This design comes from an exercise in tuning for small area, a short achievable clock period and few clock cycles per item on the open sky130 flow, not from production work.
At most, simulation tests tie the RTL to the original design; equivalence was not proved.
Power is estimated from default activity; no workload was simulated.

== MS ==
==> flow/design.v (excerpt) <==
module risc14Exec
(
	input wire logic Clock_not,
	input wire logic rstN,
	input wire logic psel,
	input wire logic penable,
	input wire logic pwrite,
	input wire logic [8-1:0] paddr,
	input wire logic [32-1:0] pwdata,
	output logic [32-1:0] prdata,
	output logic pready,
	output logic pslverr
);
export LEC_CHECK = 0
export ABC_AREA = 1
export CAP_MARGIN = 20
export CORE_MARGIN = 2
export CORE_UTILIZATION = 50
export SETUP_SLACK_MARGIN = 5.0
export SLEW_MARGIN = 20
export TNS_END_PERCENT = 1
create_clock -name core_clock -period 7.5 [get_ports {Clock_not}]
standard.sh (not shown) runs the stock make flow with config.mk's settings and CLKGATE_MAP_FILE= SYNTH_SCRIPT=/design/flow/synth_recipe.tcl, a recipe that flattens the netlist after the stock synthesis.
==> flow/flow/run.sh <==
#!/bin/bash
# Standard layout, with the port buffers made from plain buffers instead of
# the cell buffer_ports picks by default (often a delay cell).
set -e
cp standard.sh standard.sh.txt 2>/dev/null || true
export BUFFER_PORTS_ARGS="-buffer_cell sky130_fd_sc_hd__buf_4"
bash standard.sh > standard.log 2>&1
Looking at the reports, MS completed the entire flow and the layout it produced met the timing, design-rule and antenna checks.
## Diff of input files: JK against MS
--- a/flow/design.v
+++ b/flow/design.v
@@ -352,22 +352,50 @@
 			| (kNew == K_AND) | (kNew == K_OR) | (kNew == K_XOR)));
 		wrLane <= setup & instrExec & (kNew == K_VEC);
 		opA <= nextA;
 		opB <= nextB;
 	end
 	logic [14-1:0] bx, prop, gen;
 	logic gapX, gapY;
-	logic [16:0] sum;
+	logic [14:0] ax, ay, ap, ag;
+	logic [15:0] gk [0:4];
+	logic [15:0] pk [0:4];
+	logic [16:0] sum;  
 	logic [14-1:0] addRes;
 	assign bx = opB ^ {14{isSub}};
-	assign prop = opA ^ bx;
-	assign gen = opA & bx;
 	assign gapX = ~isVec | isSub;
 	assign gapY = isVec & isSub;
-	assign sum = {1'b0, opA[13:7], gapX, opA[6:0], 1'b1} + {1'b0, bx[13:7], gapY, bx[6:0], isSub};
+	assign ax = {opA[13:7], gapX, opA[6:0]};
+	assign ay = {bx[13:7], gapY, bx[6:0]};
+	always_comb begin
+		for (int k = 0; k < 15; k++) begin
+			ap[k] = ax[k] ? ~ay[k] : ay[k];
+			ag[k] = ax[k] ? ay[k] : 1'b0;
+		end
+		gk[0] = {ag, isSub};
+		pk[0] = {ap, 1'b0};
+		for (int l = 0; l < 4; l++) begin
+			for (int k = 0; k < 16; k++) begin
+				if (k >= (1 << l)) begin
+					gk[l + 1][k] = gk[l][k] | (pk[l][k] & gk[l][k - (1 << l)]);
+					pk[l + 1][k] = pk[l][k] & pk[l][k - (1 << l)];
+				end else begin
+					gk[l + 1][k] = gk[l][k];
+					pk[l + 1][k] = pk[l][k];
+				end
+			end
+		end
+		sum[0] = 1'b0;
+		for (int k = 0; k < 15; k++) begin
+			sum[k + 1] = ap[k] ? ~gk[4][k] : gk[4][k];
+		end
+		sum[16] = gk[4][15];
+	end
+	assign prop = {ap[14:8], ap[6:0]};
+	assign gen = {ag[14:8], ag[6:0]};
 	assign addRes = {sum[15:9], sum[7:1]};
 	logic [1:0] shamt;
 	logic [2:0] fill;
 	logic [16:0] shrOut;
 	logic [27:0] rotl;
 	assign shamt = opB[1:0];
 	assign fill = fillRot ? opA[2:0] : (fillSign ? {3{opA[13]}} : 3'b000);
@@ -387,18 +415,18 @@
 		opA[5:0] | bx[5:0], isSub};
 	assign zLoAdd = (prop[6:0] == zCarry[6:0]);
 	assign zHiAdd = (prop[13:7] == zCarry[13:7]);
 	logic zLo, zHi;
 	logic flagC, flagV, loC, loV;
 	assign zLo = (zLoAdd | ~selAdd) & (otherRes[6:0] == '0);
 	assign zHi = (zHiAdd | ~selAdd) & (otherRes[13:7] == '0);
-	assign flagC = sum[16] ^ isSub;
-	assign flagV = (opA[13] == bx[13]) & (addRes[13] != opA[13]);
-	assign loC = sum[8] ^ isSub;
-	assign loV = (opA[6] == bx[6]) & (addRes[6] != opA[6]);
+	assign flagC = gk[4][15] ^ isSub;
+	assign flagV = gk[4][14] ^ gk[4][15];
+	assign loC = gk[4][7] ^ isSub;
+	assign loV = gk[4][6] ^ gk[4][7];
 	always_ff @(posedge Clock_not) begin
 		for (int i = 0; i < 16; i++) begin
 			if (!rstN || (commit && destIdx == i)) begin
 				regFile[i] <= result;
 			end
 		end
 	end
[summary]
- JK vs. MS: detailed placement HPWL shrank by about 4%; fmax went up 0.0091 GHz; average via count per standard cell lower; clock buffer count in the final layout moved up.
- Looking at worst hold slack, JK sits 0.022 ns higher than MS does.
- JK — worst-case clock skew 0.0032 ns higher, MS as reference
- JK ends up with higher buffers plus inverters on the worst setup path than MS does.
- On JK: critical path depth is 6 lower than what MS gave.
- The run showing the greater power attributed to combinational cells is JK.
- Going from MS to JK, combinational share of power now smaller; share of total power in sequential cells now smaller; final critical path time including I/O delays and setup now smaller; die outline area now larger.
No run of this note included a check of the RTL's function; only the layout flow was run.

========
risc14Exec, a different RTL version from the one above (not shown whole).
Size in the first run: roughly 2000 cells after synthesis, about 280 flip-flops, roughly 79 I/O pins.
make LEC_CHECK=0 ABC_AREA=1 CAP_MARGIN=20 CORE_MARGIN=2 CORE_UTILIZATION=50 SETUP_SLACK_MARGIN=4.5 SLEW_MARGIN=20 finish   # period 7.5 ns
run.sh (not shown) runs the stock make flow with config.mk's settings and CLKGATE_MAP_FILE= SYNTH_SCRIPT=/design/flow/synth_recipe.tcl, a recipe that flattens the netlist after the stock synthesis.
Stock flow here: none of the scripts above is used.
The baseline finished clean.
==> next run, changes <==
--- a/flow/design.v
+++ b/flow/design.v
@@ -247,24 +247,26 @@
 	logic [4-1:0] destIdx;
 	logic [3:0] kOp;
 	logic isSub;
 	logic commit;   
 	logic mulBusy;  
 	logic errQ;
 	logic [5-1:0] wordIdx;
 	logic [6-1:0] opc;
 	logic setup;
 	logic isReg, isInstr, isStatus;
 	logic opcLegal, useImm, instrExec, hostWrite, isMul;
 	logic [3:0] kNew;
+	logic [4-1:0] idxA, idxB;
+	logic [14-1:0] portA, portB;
 	assign wordIdx = paddr[6:2];
 	assign opc = pwdata[13:8];
 	assign setup = psel & ~penable;
 	assign isReg = ~wordIdx[4];
 	assign isInstr = (wordIdx == 5'd16);
 	assign isStatus = (wordIdx == 5'd17);
 	always_comb begin
 		opcLegal = 1'b1;
 		useImm = 1'b0;
 		kNew = K_CPY;
 		case (opc)
 			6'h02: kNew = K_CPY;
@@ -277,58 +279,62 @@
 			6'h0E: kNew = K_XOR;
 			6'h0F: begin kNew = K_SRL; useImm = 1'b1; end
 			6'h10: begin kNew = K_SRA; useImm = 1'b1; end
 			6'h11: begin kNew = K_ROTL; useImm = 1'b1; end
 			6'h12: begin kNew = K_ROTR; useImm = 1'b1; end
 			6'h17, 6'h18: kNew = K_VEC;
 			default: opcLegal = 1'b0;
 		endcase
 	end
 	assign instrExec = isInstr & pwrite & opcLegal;
 	assign hostWrite = isReg & pwrite;
 	assign isMul = (opc == 6'h09);
+	assign idxA = pwrite ? pwdata[7:4] : wordIdx[4-1:0];
+	assign idxB = pwdata[3:0];
+	assign portA = regFile[idxA];
+	assign portB = regFile[idxB];
 	logic [14-1:0] mulSum, mulCarry;
 	mulTree mulUnit (.a(opA), .b(opB), .sumRow(mulSum), .carryRow(mulCarry));
-	logic isNot, readA, instrA, useB, selSr;
-	logic [16-1:0] selA, selB;
-	logic [14-1:0] nextA, nextB;
+	logic passA, isNot;
+	assign passA = pwrite ? (opc != 6'h02) : isReg;
 	assign isNot = (opc == 6'h0B);
-	assign readA = ~mulBusy & ~pwrite & isReg;
-	assign instrA = ~mulBusy & pwrite & ~isReg & (opc != 6'h02);
-	assign useB = ~mulBusy & ~isReg & ~useImm & ~isNot;
-	assign selSr = ~mulBusy & ~pwrite & isStatus;
-	always_comb begin
-		nextA = ({14{mulBusy}} & mulSum)
-			| ({14{selSr}} & {{(14-12){1'b0}}, statusReg});
-		nextB = ({14{mulBusy}} & mulCarry)
-			| ({14{~mulBusy & hostWrite}} & pwdata[14-1:0])
-			| ({14{~mulBusy & ~isReg & useImm}}
-				& {{(14-4){1'b0}}, pwdata[3:0]});
-		for (int i = 0; i < 16; i++) begin
-			selA[i] = (readA & (wordIdx[4-1:0] == i))
-				| (instrA & (pwdata[7:4] == i));
-			selB[i] = useB & (pwdata[3:0] == i);
-			nextA = nextA | ({14{selA[i]}} & regFile[i]);
-			nextB = nextB | ({14{selB[i]}} & regFile[i]);
-		end
-	end
 	always_ff @(posedge Clock_not) begin
 		mulBusy <= setup & instrExec & isMul;
 		commit <= (setup & (hostWrite | (instrExec & ~isMul))) | mulBusy;
 		errQ <= ~(isReg | instrExec | (isStatus & ~pwrite));
 		destIdx <= hostWrite ? wordIdx[4-1:0] : pwdata[7:4];
 		isSub <= ~hostWrite & ((opc == 6'h06) | (opc == 6'h08) | (opc == 6'h18) | (opc == 6'h0B));
-		kOp <= mulBusy ? K_MULF : (hostWrite ? K_CPY : kNew);
-		opA <= nextA;
-		opB <= nextB;
+		if (mulBusy) begin
+			opA <= mulSum;
+			opB <= mulCarry;
+			kOp <= K_MULF;
+		end else begin
+			if (~pwrite & isStatus) begin
+				opA <= {{(14-12){1'b0}}, statusReg};
+			end else if (passA & ~hostWrite) begin
+				opA <= portA;
+			end else begin
+				opA <= '0;
+			end
+			if (hostWrite) begin
+				opB <= pwdata[14-1:0];
+			end else if (useImm) begin
+				opB <= {{(14-4){1'b0}}, idxB};
+			end else if (isNot) begin
+				opB <= '0;
+			end else begin
+				opB <= portB;
+			end
+			kOp <= hostWrite ? K_CPY : kNew;
+		end
 	end
 	logic isVec;
 	logic [14-1:0] bx, prop, gen;
 	logic gapX, gapY;
 	logic [16:0] sum;
 	logic [14-1:0] addRes;
 	assign isVec = (kOp == K_VEC);
 	assign bx = opB ^ {14{isSub}};
 	assign prop = opA ^ bx;
 	assign gen = opA & bx;
 	assign gapX = ~isVec | isSub;
 	assign gapY = isVec & isSub;
Clock-buffer cell count goes up by 8.
Sequential power goes up by about 2%.
Cell area is lower by 1.9%.
Total power is higher by 6.8%.
Flip-flop and latch count stays the same.
Final cell count came out lower by 2.1%.
Wire length falls by 2.4%.
Core utilization drops by 1.3 points.
Worst setup slack improved by 0.25 ns.
Via count is lower by 2.4%.
Critical path depth fell by 2.
Maximum frequency grows by 8.1%.
Combinational power grows by 32%.
Area after synthesis hardly moves.
Testbench counts after the change, summed over its fixed seeds: cycles 19,530, transfers 9,600.
The RTL of the first run of this note was laid out without a check of its function.

========
risc14Exec, a different RTL version from the one above (not shown whole).
Size in the first run: about 280 flip-flops, ~79 I/O pins, ~17,000 um^2 of cells after synthesis.
==> flow/config.mk <==
export PLATFORM = sky130hd
export DESIGN_NAME = risc14Exec
export DESIGN_NICKNAME = risc14Exec
export VERILOG_FILES = /design/flow/design.v
export SDC_FILE = /design/flow/constraint.sdc
export NUM_CORES = 4
export LEC_CHECK = 0
export ABC_AREA = 1
export CAP_MARGIN = 20
export CORE_MARGIN = 2
export CORE_UTILIZATION = 50
export SETUP_SLACK_MARGIN = 5.0
export SLEW_MARGIN = 20
export TNS_END_PERCENT = 5
==> flow/constraint.sdc <==
create_clock -name core_clock -period 7.5 [get_ports {Clock_not}]
set_input_delay 1.5000 -clock core_clock [delete_from_list [all_inputs] [get_ports {Clock_not}]]
set_output_delay 1.5000 -clock core_clock [all_outputs]
set_load 0.01 [all_outputs]
standard.sh (not shown) runs the stock make flow with config.mk's settings and CLKGATE_MAP_FILE= SYNTH_SCRIPT=/design/flow/synth_recipe.tcl, a recipe that flattens the netlist after the stock synthesis.
Scripts as last shown in full above: flow/flow/run.sh
Testbench counts at the start, summed over its fixed seeds: cycles 19,530, transfers 9,600.
Edit:
--- a/flow/design.v
+++ b/flow/design.v
@@ -287,41 +287,29 @@
 	assign instrExec = isInstr & pwrite & opcLegal;
 	assign hostWrite = isReg & pwrite;
 	assign isMul = (opc == 6'h09);
 	logic [14-1:0] mulSum, mulCarry;
 	mulTree mulUnit (.a(opA), .b(opB), .sumRow(mulSum), .carryRow(mulCarry));
 	logic readA, writeA, selSr, keepB, immB;
-	logic [3:0] loA, hiA, loB, hiB;
-	logic [14-1:0] grpA [0:3];
-	logic [14-1:0] grpB [0:3];
+	logic [16-1:0] selA, selB;
 	logic [14-1:0] portB, nextA, nextB;
 	assign readA = ~mulBusy & ~pwrite;
 	assign writeA = ~mulBusy & pwrite;
 	assign selSr = ~mulBusy & ~pwrite & isStatus;
 	assign keepB = ~mulBusy & ~hostWrite & ~useImm;
 	assign immB = ~mulBusy & (hostWrite | useImm);
 	always_comb begin
-		for (int l = 0; l < 4; l++) begin
-			loA[l] = (readA & isReg & (wordIdx[1:0] == l))
-				| (writeA & (pwdata[4+1:4] == l));
-			hiA[l] = pwrite ? (pwdata[7:7-1] == l) : (wordIdx[3:2] == l);
-			loB[l] = (pwdata[0+1:0] == l);
-			hiB[l] = (pwdata[3:3-1] == l);
-		end
 		nextA = ({14{mulBusy}} & mulSum)
 			| ({14{selSr}} & {{(14-12){1'b0}}, statusReg});
 		portB = '0;
-		for (int h = 0; h < 4; h++) begin
-			grpA[h] = '0;
-			grpB[h] = '0;
-			for (int l = 0; l < 4; l++) begin
-				grpA[h] = grpA[h] | ({14{loA[l]}} & regFile[4*h+l]);
-				grpB[h] = grpB[h] | ({14{loB[l]}} & regFile[4*h+l]);
-			end
-			nextA = nextA | ({14{hiA[h]}} & grpA[h]);
-			portB = portB | ({14{hiB[h]}} & grpB[h]);
+		for (int i = 0; i < 16; i++) begin
+			selA[i] = (readA & isReg & (wordIdx[4-1:0] == i))
+				| (writeA & (pwdata[7:4] == i));
+			selB[i] = (pwdata[3:0] == i);
+			nextA = nextA | ({14{selA[i]}} & regFile[i]);
+			portB = portB | ({14{selB[i]}} & regFile[i]);
 		end
 		nextB = ({14{mulBusy}} & mulCarry)
 			| ({14{keepB}} & portB)
 			| ({14{~mulBusy & hostWrite}} & pwdata[14-1:0])
 			| ({14{immB}}
 				& {{(14-4){1'b0}}, pwdata[3:0]});
After rerunning:
- hold slack is better by 0.025 ns
- fmax goes down by 3.0%
- wire length goes up by 2.9%
- sequential cell count stays the same
- design area goes down by about 2.7%
Testbench counts after the change, summed over its fixed seeds: cycles 19,530, transfers 9,600.

========
rev 12:
risc14Exec with an RTL version that a note above also has.
For scale: about 2,100 cells after synthesis, roughly 290 flip-flops, ~79 I/O pins, roughly 0.018 mm^2 of cells after synthesis.
==> flow/config.mk <==
export PLATFORM = sky130hd
export DESIGN_NAME = risc14Exec
export DESIGN_NICKNAME = risc14Exec
export VERILOG_FILES = /design/flow/design.v
export SDC_FILE = /design/flow/constraint.sdc
export NUM_CORES = 4
export LEC_CHECK = 0
export ABC_AREA = 1
export CAP_MARGIN = 20
export CORE_MARGIN = 2
export CORE_UTILIZATION = 50
export SETUP_SLACK_MARGIN = 5.0
export SLEW_MARGIN = 20
export TNS_END_PERCENT = 5
==> flow/constraint.sdc <==
create_clock -name core_clock -period 7.5 [get_ports {Clock_not}]
set_input_delay 1.5000 -clock core_clock [delete_from_list [all_inputs] [get_ports {Clock_not}]]
set_output_delay 1.5000 -clock core_clock [all_outputs]
set_load 0.01 [all_outputs]
Scripts as last shown in full above: flow/flow/run.sh
Here is what was changed in the inputs of rev 13 compared with rev 12.
--- a/flow/design.v
+++ b/flow/design.v
@@ -292,24 +292,20 @@
 	mulTree mulUnit (.a(opA), .b(opB), .sumRow(mulSum), .carryRow(mulCarry));
 	logic readA, writeA, selSr, keepB, immB;
 	logic [3:0] loA, hiA, loB, hiB;
 	logic [14-1:0] grpA [0:3];
 	logic [14-1:0] grpB [0:3];
 	logic [14-1:0] portB, nextA, nextB;
 	assign readA = ~mulBusy & ~pwrite;
 	assign writeA = ~mulBusy & pwrite;
 	assign selSr = ~mulBusy & ~pwrite & isStatus;
-	logic immOpc;
-	assign immOpc = (opc[4] & ~opc[3] & ~opc[2])
-		| (~opc[4] & opc[2] & opc[1] & opc[0])
-		| (~opc[4] & opc[3] & ~opc[2] & ~opc[1] & ~opc[0]);
-	assign keepB = ~mulBusy & ~hostWrite & ~immOpc;
-	assign immB = ~mulBusy & (hostWrite | immOpc);
+	assign keepB = ~mulBusy & ~hostWrite & ~useImm;
+	assign immB = ~mulBusy & (hostWrite | useImm);
 	always_comb begin
 		for (int l = 0; l < 4; l++) begin
 			loA[l] = (readA & isReg & (wordIdx[1:0] == l))
 				| (writeA & (pwdata[4+1:4] == l));
 			hiA[l] = pwrite ? (pwdata[7:7-1] == l) : (wordIdx[3:2] == l);
 			loB[l] = (pwdata[0+1:0] == l);
 			hiB[l] = (pwdata[3:3-1] == l);
 		end
 		nextA = ({14{mulBusy}} & mulSum)
@@ -350,54 +346,26 @@
 		wrCV <= setup & instrExec & (kNew == K_ADD);
 		wrNZ <= mulBusy | (setup & instrExec & ~isMul & ((kNew == K_ADD) | (kNew == K_NOT)
 			| (kNew == K_AND) | (kNew == K_OR) | (kNew == K_XOR)));
 		wrLane <= setup & instrExec & (kNew == K_VEC);
 		opA <= nextA;
 		opB <= nextB;
 	end
 	logic [14-1:0] bx, prop, gen;
 	logic gapX, gapY;
-	logic [14:0] ax, ay, ap, ag;
-	logic [15:0] gk [0:4];
-	logic [15:0] pk [0:4];
-	logic [16:0] sum;  
+	logic [16:0] sum;
 	logic [14-1:0] addRes;
 	assign bx = opB ^ {14{isSub}};
+	assign prop = opA ^ bx;
+	assign gen = opA & bx;
 	assign gapX = ~isVec | isSub;
 	assign gapY = isVec & isSub;
-	assign ax = {opA[13:7], gapX, opA[6:0]};
-	assign ay = {bx[13:7], gapY, bx[6:0]};
-	always_comb begin
-		for (int k = 0; k < 15; k++) begin
-			ap[k] = ax[k] ? ~ay[k] : ay[k];
-			ag[k] = ax[k] ? ay[k] : 1'b0;
-		end
-		gk[0] = {ag, isSub};
-		pk[0] = {ap, 1'b0};
-		for (int l = 0; l < 4; l++) begin
-			for (int k = 0; k < 16; k++) begin
-				if (k >= (1 << l)) begin
-					gk[l + 1][k] = gk[l][k] | (pk[l][k] & gk[l][k - (1 << l)]);
-					pk[l + 1][k] = pk[l][k] & pk[l][k - (1 << l)];
-				end else begin
-					gk[l + 1][k] = gk[l][k];
-					pk[l + 1][k] = pk[l][k];
-				end
-			end
-		end
-		sum[0] = 1'b0;
-		for (int k = 0; k < 15; k++) begin
-			sum[k + 1] = ap[k] ? ~gk[4][k] : gk[4][k];
-		end
-		sum[16] = gk[4][15];
-	end
-	assign prop = {ap[14:8], ap[6:0]};
-	assign gen = {ag[14:8], ag[6:0]};
+	assign sum = {1'b0, opA[13:7], gapX, opA[6:0], 1'b1} + {1'b0, bx[13:7], gapY, bx[6:0], isSub};
 	assign addRes = {sum[15:9], sum[7:1]};
 	logic [1:0] shamt;
 	logic [2:0] fill;
 	logic [16:0] shrOut;
 	logic [27:0] rotl;
 	assign shamt = opB[1:0];
 	assign fill = fillRot ? opA[2:0] : (fillSign ? {3{opA[13]}} : 3'b000);
 	assign shrOut = {fill, opA} >> shamt;
 	assign rotl = {opA, opA} << shamt;
@@ -413,22 +381,22 @@
 	logic zLoAdd, zHiAdd;
 	assign zCarry = {opA[12:7] | bx[12:7], isVec ? isSub : (opA[6] | bx[6]),
 		opA[5:0] | bx[5:0], isSub};
 	assign zLoAdd = (prop[6:0] == zCarry[6:0]);
 	assign zHiAdd = (prop[13:7] == zCarry[13:7]);
 	logic zLo, zHi;
 	logic flagC, flagV, loC, loV;
 	assign zLo = (zLoAdd | ~selAdd) & (otherRes[6:0] == '0);
 	assign zHi = (zHiAdd | ~selAdd) & (otherRes[13:7] == '0);
-	assign flagC = gk[4][15] ^ isSub;
-	assign flagV = gk[4][14] ^ gk[4][15];
-	assign loC = gk[4][7] ^ isSub;
-	assign loV = gk[4][6] ^ gk[4][7];
+	assign flagC = sum[16] ^ isSub;
+	assign flagV = (opA[13] == bx[13]) & (addRes[13] != opA[13]);
+	assign loC = sum[8] ^ isSub;
+	assign loV = (opA[6] == bx[6]) & (addRes[6] != opA[6]);
 	always_ff @(posedge Clock_not) begin
 		for (int i = 0; i < 16; i++) begin
 			if (!rstN || (commit && destIdx == i)) begin
 				regFile[i] <= result;
 			end
 		end
 	end
 	always_ff @(posedge Clock_not) begin
 		if (!rstN || wrCV) begin
==> comparison <==
- Count of clock-net buffers in the final layout (lower): rev 13
- Total routed wirelength essentially unchanged between rev 12 and rev 13.
- A slowest cell on the critical path of sky130_fd_sc_hd__nor4_1 is what rev 12 shows, while sky130_fd_sc_hd__nor4_4 belongs to rev 13.
- For the number of setup buffers added after CTS, rev 13 came in 8.3% lower than rev 12 did.
- Compared with rev 12, rev 13 shows a lower buffering overhead.
- As far as met2 global-route usage is concerned, rev 12 and rev 13 perform about the same.
- The run showing the smaller fraction of power consumed by combinational cells is rev 13.
- Looking at rev 13 and rev 12, the global-route usage is a wash.
- Diff rev 12 -> rev 13: final period utilization rose 0.39 points; core utilization fell 1.0 points; insertion delay of the later-clocked pin in the worst-skew pair fell 0.02 ns.
Function was not checked in any run of this note: the RTL went through the layout flow alone.

[afterwards: timing with drivers on the ports]
Ports are ideal in the flow. The routed layouts listed here were re-timed in OpenROAD.
Step 1: set_driving_cell puts a clkbuf_16 on Clock_not and a buf_2 on each other input, an assumption about the parent block.
Step 2, shift: input delay + t, output delay - t, t = (earliest + latest rising clock arrival at the registers) / 2. This alone moves slack from input paths to output paths.
Three values: no drivers, after step 1, after step 2; two values: the first two.
run | t (ns) | setup slack, ns | worst setup path after step 2 | clock arrival spread, ns | pins driven straight from the clock port
MS | 0.617 | 4.457 / 4.457 / 3.856 | input to register | 0.019 / 0.018 | 1
JK | 0.591 | 4.540 / 4.531 / 3.939 | input to register | 0.021 / 0.021 | 1
the first run of note 2 | 0.631 | 4.150 / 4.159 / 3.528 | input to register | 0.017 / 0.017 | 1
the second run of note 2 | 0.609 | 4.401 / 4.371 / 3.763 | input to register | 0.015 / 0.015 | 1
the first run of note 3 | 0.637 | 4.540 / 4.542 / 3.933 | input to register | 0.020 / 0.019 | 1
the second run of note 3 | 0.621 | 4.449 / 4.476 / 3.854 | input to register | 0.017 / 0.017 | 1
rev 12 | 0.627 | 4.542 / 4.569 / 3.942 | input to register | 0.024 / 0.024 | 1
rev 13 | 0.616 | 4.512 / 4.494 / 3.919 | input to register | 0.020 / 0.020 | 1
After both steps every run listed still meets setup and hold. The setup slack of the second run of note 2, which loses most, moves by -0.030 ns with the drivers and by -0.638 ns with both steps.
